This is an optimization exercise on Yosys and OpenROAD, whose aim is small area, not a production implementation.
Only simulation tests tie the RTL to the original design; equivalence was not proved.
No activity file was given, so power comes from the tool's default toggle rates.

### flow/design.v
package gamePkg;
	typedef logic [10:0] pixelCoord_t;  
	typedef logic signed [31:0] fixedPos_t;
	typedef logic [7:0] rgb_t;
	typedef logic [15:0] lfsr_t;
	typedef struct packed {
		pixelCoord_t x;
		pixelCoord_t y;
	} pixelPos_t;
	typedef struct packed {
		logic hit;
		pixelCoord_t offsetX;  
		pixelCoord_t offsetY;
	} towerHit_t;
	typedef struct packed {
		logic opaque;
		rgb_t color;
	} shapePix_t;
	localparam int SCREEN_W = 640;
	localparam int SCREEN_H = 480;
	localparam int GROUND_Y = 440;  
	localparam int TOWER_W = 28;
	localparam int TOWER_H = 58;
	localparam int BATTLEMENT_H = 6;  
	localparam int CRENEL_BIT = 2;  
	localparam int WINDOW_TOP = 20;
	localparam int WINDOW_BOTTOM = 28;  
	localparam int WINDOW_LEFT = 10;
	localparam int WINDOW_RIGHT = 18;  
	localparam int FIXED_MUL = 64;  
	localparam int FIXED_SHIFT = $clog2(FIXED_MUL);
	localparam int FALL_SPEED = 100;  
	localparam int MAX_TOWERS = 10;
	localparam int TOWERS_WAIT = 100;  
	typedef logic [$clog2(MAX_TOWERS + 1) - 1:0] towerCount_t;
	typedef logic [$clog2(TOWERS_WAIT + 1) - 1:0] frameTimer_t;
	localparam fixedPos_t PARKED_Y = (SCREEN_H + 1) * FIXED_MUL;
	localparam int SPAWN_MARGIN = 64;
	localparam int SPAWN_BITS = $clog2(SCREEN_W - TOWER_W - 2 * SPAWN_MARGIN);
	localparam lfsr_t LFSR_SEED = 16'hACE1;
	localparam lfsr_t LFSR_TAPS = 16'hB400;
	localparam rgb_t SKY_COLOR = 8'h5F;  
	localparam rgb_t GROUND_COLOR = 8'h8C;  
	localparam rgb_t WALL_COLOR = 8'h92;  
	localparam rgb_t WINDOW_COLOR = 8'hFC;  
endpackage
module spawnPosition (
	input logic clk,
	input logic resetN,
	input logic startOfFrame,
	output gamePkg::pixelCoord_t spawnX
);
	gamePkg::lfsr_t lfsr;
	gamePkg::lfsr_t lfsrNext;
	gamePkg::pixelCoord_t column;  
	always_comb begin
		lfsrNext = lfsr >> 1;
		if (lfsr[0]) begin
			lfsrNext = lfsrNext ^ gamePkg::LFSR_TAPS;
		end
	end
	always_ff @(posedge clk or negedge resetN) begin
		if (!resetN) begin
			lfsr <= gamePkg::LFSR_SEED;
		end else if (startOfFrame) begin
			lfsr <= lfsrNext;
		end
	end
	assign column = gamePkg::pixelCoord_t'(lfsr[gamePkg::SPAWN_BITS - 1:0]);
	assign spawnX = column + gamePkg::pixelCoord_t'(gamePkg::SPAWN_MARGIN);
endmodule
module towerField (
	input logic clk,
	input logic resetN,
	input logic startOfFrame,
	input logic pause,
	input gamePkg::pixelPos_t pixel,
	input gamePkg::pixelCoord_t spawnX,
	output gamePkg::towerHit_t hit
);
	gamePkg::fixedPos_t posX [gamePkg::MAX_TOWERS];  
	gamePkg::fixedPos_t posY [gamePkg::MAX_TOWERS];
	gamePkg::towerCount_t towerCount;  
	gamePkg::frameTimer_t addTimer;  
	gamePkg::fixedPos_t fallStep;
	gamePkg::fixedPos_t spawnFixed;
	gamePkg::towerHit_t hitNext;
	assign fallStep = pause ? gamePkg::fixedPos_t'(0)
		: gamePkg::fixedPos_t'(gamePkg::FALL_SPEED);
	assign spawnFixed = gamePkg::fixedPos_t'(spawnX) * gamePkg::FIXED_MUL;
	always_ff @(posedge clk or negedge resetN) begin
		if (!resetN) begin
			towerCount <= gamePkg::towerCount_t'(1);
			addTimer <= gamePkg::frameTimer_t'(gamePkg::TOWERS_WAIT);
		end else if (startOfFrame) begin
			if (addTimer != '0) begin
				addTimer <= addTimer - 1'b1;
			end else begin
				addTimer <= gamePkg::frameTimer_t'(gamePkg::TOWERS_WAIT);
				if (towerCount < gamePkg::MAX_TOWERS) begin
					towerCount <= towerCount + 1'b1;  
				end
			end
		end
	end
	always_ff @(posedge clk or negedge resetN) begin
		if (!resetN) begin
			for (int i = 0; i < gamePkg::MAX_TOWERS; i++) begin
				posX[i] <= '0;
				posY[i] <= gamePkg::PARKED_Y;
			end
		end else if (startOfFrame) begin
			for (int i = 0; i < gamePkg::MAX_TOWERS; i++) begin
				if (i < towerCount) begin
					if (posY[i] > gamePkg::SCREEN_H * gamePkg::FIXED_MUL) begin
						posY[i] <= -gamePkg::TOWER_H * gamePkg::FIXED_MUL;  
						posX[i] <= spawnFixed;
					end else begin
						posY[i] <= posY[i] + fallStep;
					end
				end
			end
		end
	end
	always_comb begin : hitTest
		gamePkg::fixedPos_t px;
		gamePkg::fixedPos_t py;
		gamePkg::fixedPos_t tx;
		gamePkg::fixedPos_t ty;
		px = gamePkg::fixedPos_t'(pixel.x);
		py = gamePkg::fixedPos_t'(pixel.y);
		hitNext = '0;
		for (int i = 0; i < gamePkg::MAX_TOWERS; i++) begin
			tx = posX[i] >>> gamePkg::FIXED_SHIFT;
			ty = posY[i] >>> gamePkg::FIXED_SHIFT;
			if ((i < towerCount)
					&& (px >= tx) && (px < tx + gamePkg::TOWER_W)
					&& (py >= ty) && (py < ty + gamePkg::TOWER_H)) begin
				hitNext.hit = 1'b1;  
				hitNext.offsetX = gamePkg::pixelCoord_t'(px - tx);
				hitNext.offsetY = gamePkg::pixelCoord_t'(py - ty);
			end
		end
	end
	always_ff @(posedge clk or negedge resetN) begin
		if (!resetN) begin
			hit <= '0;
		end else begin
			hit <= hitNext;
		end
	end
endmodule
module towerShape (
	input logic clk,
	input logic resetN,
	input gamePkg::towerHit_t hit,
	output gamePkg::shapePix_t shape
);
	logic inBattlements;
	logic crenelGap;
	logic windowRows;
	logic windowCols;
	logic inWindow;
	gamePkg::shapePix_t shapeNext;
	assign inBattlements = hit.offsetY < gamePkg::BATTLEMENT_H;  
	assign crenelGap = inBattlements && hit.offsetX[gamePkg::CRENEL_BIT];
	assign windowRows = (hit.offsetY >= gamePkg::WINDOW_TOP)
		&& (hit.offsetY < gamePkg::WINDOW_BOTTOM);
	assign windowCols = (hit.offsetX >= gamePkg::WINDOW_LEFT)
		&& (hit.offsetX < gamePkg::WINDOW_RIGHT);
	assign inWindow = windowRows && windowCols;
	always_comb begin
		shapeNext.opaque = hit.hit && !crenelGap;
		if (inWindow) begin
			shapeNext.color = gamePkg::WINDOW_COLOR;
		end else begin
			shapeNext.color = gamePkg::WALL_COLOR;
		end
	end
	always_ff @(posedge clk or negedge resetN) begin
		if (!resetN) begin
			shape <= '0;
		end else begin
			shape <= shapeNext;
		end
	end
endmodule
module pixelMux (
	input logic clk,
	input logic resetN,
	input gamePkg::pixelCoord_t pixelY,
	input gamePkg::shapePix_t shape,
	output gamePkg::rgb_t rgb,
	output logic towerPixel
);
	gamePkg::pixelCoord_t yStage1;  
	gamePkg::pixelCoord_t yStage2;  
	gamePkg::rgb_t background;
	assign background = (yStage2 >= gamePkg::GROUND_Y) ? gamePkg::GROUND_COLOR
		: gamePkg::SKY_COLOR;
	always_ff @(posedge clk or negedge resetN) begin
		if (!resetN) begin
			yStage1 <= '0;
			yStage2 <= '0;
			rgb <= gamePkg::SKY_COLOR;
			towerPixel <= 1'b0;
		end else begin
			yStage1 <= pixelY;
			yStage2 <= yStage1;
			rgb <= shape.opaque ? shape.color : background;
			towerPixel <= shape.opaque;
		end
	end
endmodule
module towerSceneTop (
	input logic clk,
	input logic resetN,
	input logic startOfFrame,
	input logic pause,
	input logic [21:0] pixel,  
	output logic [7:0] rgb,
	output logic towerPixel
);
	gamePkg::pixelCoord_t spawnX;
	gamePkg::towerHit_t hit;
	gamePkg::shapePix_t shape;
	gamePkg::pixelPos_t pixelPos;
	assign pixelPos = pixel;
	spawnPosition u_spawnPosition (
		.clk (clk),
		.resetN (resetN),
		.startOfFrame (startOfFrame),
		.spawnX (spawnX)
	);
	towerField u_towerField (
		.clk (clk),
		.resetN (resetN),
		.startOfFrame (startOfFrame),
		.pause (pause),
		.pixel (pixelPos),
		.spawnX (spawnX),
		.hit (hit)
	);
	towerShape u_towerShape (
		.clk (clk),
		.resetN (resetN),
		.hit (hit),
		.shape (shape)
	);
	pixelMux u_pixelMux (
		.clk (clk),
		.resetN (resetN),
		.pixelY (pixelPos.y),
		.shape (shape),
		.rgb (rgb),
		.towerPixel (towerPixel)
	);
endmodule
### flow/run.sh
#!/bin/bash
# synth_recipe.tcl (not shown) runs the flow's synth.tcl, then flattens the netlist and writes it again
# the make line also repeats each setting of config.mk as NAME=value (left out here)
make -C /OpenROAD-flow-scripts/flow DESIGN_CONFIG=/design/flow/config.mk WORK_HOME=/design/flow/orfs CLKGATE_MAP_FILE= SYNTH_SCRIPT=/design/flow/synth_recipe.tcl finish
### flow/config.mk
export PLATFORM = sky130hd
export DESIGN_NAME = towerSceneTop
export DESIGN_NICKNAME = towerSceneTop
export VERILOG_FILES = /design/flow/design.v
export SDC_FILE = /design/flow/constraint.sdc
export NUM_CORES = 4
export LEC_CHECK = 0
export CAP_MARGIN = 20
export CORE_MARGIN = 2
export CORE_UTILIZATION = 40
export SLEW_MARGIN = 20
### flow/constraint.sdc
create_clock -name core_clock -period 8.0 [get_ports {clk}]
set_input_delay 1.6000 -clock core_clock [delete_from_list [all_inputs] [get_ports {clk}]]
set_output_delay 1.6000 -clock core_clock [all_outputs]
set_load 0.01 [all_outputs]
==> summary.txt <==
## registers in the layout (all words and copies together), names as in the netlist
name and count:
u_towerField.posY 300, u_towerField.posX 100, u_towerField.hit 21, u_spawnPosition.lfsr 16, u_pixelMux.yStage1 8, u_pixelMux.yStage2 8
u_pixelMux.rgb 7, u_towerField.addTimer 7, u_towerField.towerCount 4, u_towerShape.shape 4, u_pixelMux.towerPixel 1
## power breakdown
group | switching, mW | internal (mW) | total, mW
sequential | 0.792 | 2.87 | 3.66
clock | 1.24 | 1.86 | 3.10
combinational | 2.58 | 1.80 | 4.38
## worst max-delay path, delay by kind of cell
kind | cells | cell delay, ns
compound gates | 6 | 1.70
fa+ha+maj | 1 | 0.30
buf+inv | 4 | 2.00
simple gates | 5 | 1.12
## path summary, 6_finish.rpt
check,startpoint,end,cells after the start
worst max-delay path,pixel[11],u_towerField.hit[21],16
worst min-delay path,u_pixelMux.yStage1[4],u_pixelMux.yStage2[4],0
worst max register to register,u_towerField.posY[0][7],u_towerField.hit[21],17
worst min register to register,u_pixelMux.yStage1[4],u_pixelMux.yStage2[4],0
max in group asynchronous,resetN,u_towerField.posX[7][8],2
min in group asynchronous,resetN,u_towerField.posY[1][21],1
## per-stage QoR
step	utilization, %	setup WS, ns
5_1_grt	44.2	1.62
6_report	44.2	1.82
3_5_place_dp	42.0	1.26
2_1_floorplan	-	2.46
4_1_cts	44.2	2.03
3_3_place_gp	42.0	1.31
## per-layer routing
layer | track usage (%) | vias up
met3 | 3.41 | 174
li1 | - | 18200
met5 | 0 | -
met2 | 40.5 | 892
met4 | 7.03 | 0
met1 | 36.4 | 18500
## synthesized netlist by cell type, types with 34 or more instances
cell and count:
a211oi_1 34, a21o_1 98, a21oi_1 282, a31oi_1 46, and3_1 69, clkbuf_1 224, dfrtp_1 409, dfstp_2 67
ha_1 454, inv_1 289, mux2_2 96, nand2_1 541, nand2b_1 50, nand3_1 198, nand4_1 123, nor2_1 319
nor2b_1 74, nor3_1 172, nor4_1 105, o21a_1 38, o21ai_0 306, o31ai_1 45, or3_1 56, xnor2_1 371
xor2_1 179
## cell type report
class                           instances  area (µm²)  share of cell area [%]
Tap cell                             1391        1740                    3.74
Multi-Input combinational cell       4093       28600                    61.4
Clock inverter                         33         509                    1.09
Sequential cell                       476       12000                    25.8
Antenna cell                            2        5.00                  0.0107
Clock buffer                           83        1740                    3.74
Inverter                              290        1090                    2.34
Timing Repair Buffer                  111         898                    1.93
## cell families after synthesis
family,synth area share (%)
multiplexers,3.01
other,0.00881
XOR/XNOR,11.3
adder cells (fa/ha/maj),14.7
AO/OA/AOI/OAI,16.7
buffers and inverters,4.83
flip-flops,28.2
AND/OR/NAND/NOR,21.2
==> impl_metrics.py <==
metrics = {
    "outcome": {
        "status": "finished clean",
    },
    "synthesis": {
        "synth_top_area_share_pct": 24.0,
        "synthDistinctLibCells": 87,
        "synth_seq_area_share_pct": 28.2,
        "syn_area_per_cell_um2": 8.34,
        "yosysTopAreaCell": "dfrtp_1",
        "synth_async_sr_flop_share_pct": 100,
        "synth_area_leaders": "dfrtp_1 24%, ha_1 13%, xnor2_1 7.6%, nand2_1 4.8%, dfstp_2 4.1%",
        "synthesis.area_mm2": 0.0426,
        "ys.flop_type": "dfrtp_1",
        "ys_seq_elements": 476,
        "synthCells": 5109,
        "ys_warn_count": 6,
        "synth_nets": 5619,
        "synth-edff-count": 0,
    },
    "setup_path": {
        "arrival_ns": 6.76,
        "startpoint_type": "input port",
        "slowest_stage": "clkdlybuf4s50_1",
        "critPathMaxStageDelay_ns": 0.65,
        "critPathMaxFanout": 38,
        "reg2reg_setup_slack_ns": 2.54,
        "criticalPathCategory": "in -> reg",
        "cp_data_required_time_ns": 8.58,
        "endpoint_kind": "register",
        "critical_path.cell_chain": "clkdlybuf4s50_1, inv_1, ha_1, nor2b_1, o21ai_0, nand2b_1, a21o_1, a2111oi_0, nor3_1, o22ai_1, or4_1, buf_4, inv_1, nor3_1, o221a_2, a211oi_1",
    },
    "clock_network": {
        "clockRootBuffer": "clkbuf_16",
        "htree_levels": 2,
        "numCtsBuffers": 61,
        "clock_sinks": 476,
        "cts_setup_buffers": 0,
        "cts_hold_buf": 0,
        "cts_max_path_buffers": 3,
        "ctsResizeCount": 0,
        "cts_tree": "built",
        "worst_skew_pair.late_latency_ns": 0.71,
        "clk_pin_slew_ns": 0.06,
    },
    "global_routing": {
        "overflow": 0,
        "antenna_found_initial": 2,
        "grt_pass1_vias": 35800,
        "grt_pass1_wl_mm": 218,
        "grt_use_total_pct": 25.6,
        "grt_max_degree": 144,
    },
    "timing": {
        "min_period_ns": 6.18,
        "drv_slew": 0,
        "worst_slew_pin_slew_ns": 1.11,
        "skew_ns": 0.0471,
        "setup_viol": 0,
        "rsz0062_at_grt": "false",
        "tns_ns": 0,
        "hold_viol": 0,
        "fmax_mhz": 162,
        "finalCritPeriodShare_pct": 77.2,
        "fin_hold_ws_ns": 0.347,
        "slew_headroom_pct": 26.1,
    },
    "routing": {
        "wl_met1_mm": 66.5,
        "wl_met2_mm": 62.9,
        "wl_mm": 140,
        "drtPass1Iterations": 16,
        "drt_iter0_markers": 2980,
        "drc": 0,
        "top_layer": "met4",
        "route.met3.wl_mm": 6.79,
        "wire_per_inst_um": 21.6,
        "viasPerCell": 5.82,
        "ant_nets": 0,
        "vias": 37700,
    },
    "layout": {
        "fin_cells": 6479,
        "layout-drive-gt1-share_pct": 7.79,
        "fillers": 10500,
        "finalNetCount": 5543,
        "final_common_cell": "nand2_1",
        "design_area_mm2": 0.0466,
        "final_cell_mix": "538 x nand2_1, 454 x ha_1, 409 x dfrtp_1",
        "synthToLayoutAreaGrowth_pct": 9.34,
    },
    "placement": {
        "portBuffers": 34,
        "gp_congestion": 0.973,
        "place_inst": 6361,
        "dp_hpwl_mm": 106,
        "dpl-instance-area_mm2": 0.0443,
    },
    "floorplan": {
        "row_count": 119,
        "coreArea_mm2": 0.105,
        "io_pins": 35,
        "fp.dieW_um": 330,
        "initial_utilization_pct": 40.4,
        "die_h_um": 330,
        "die_area_mm2": 0.109,
    },
    "pwr": {
        "p_per_area_mw_per_mm2": 239,
        "leakage_nw": 20.3,
        "ir_worst_vdd_mv": 0.190,
        "totalPowerFinal_mw": 11.1,
    },
    "job": {
        "drv_cap": 0,
    },
    "min_path": {
        "worstHoldPathType": "reg -> reg",
    },
}

-- re-timing with driven ports --
Ports are ideal in the flow. The routed layout listed here was re-timed in OpenROAD.
Step 1, drivers: a clkbuf_16 drives clk and a buf_2 each remaining input, both assumed.
Step 2 moves the port delays by t, midway between the first and last clock arrival at a register: inputs arrive t later, outputs are due t later. That takes back most of the time a late clock gives input paths.
Slacks: no drivers / after step 1 / after step 2; pairs: no drivers / after step 1.
t, ns: 0.760
slack for setup (ns): 1.820 / 1.863 / 1.103
worst setup path after step 2: input to register
After both steps setup and hold are still met in this run. The setup slack of this run moves by +0.043 ns with the drivers and by -0.717 ns with both steps.
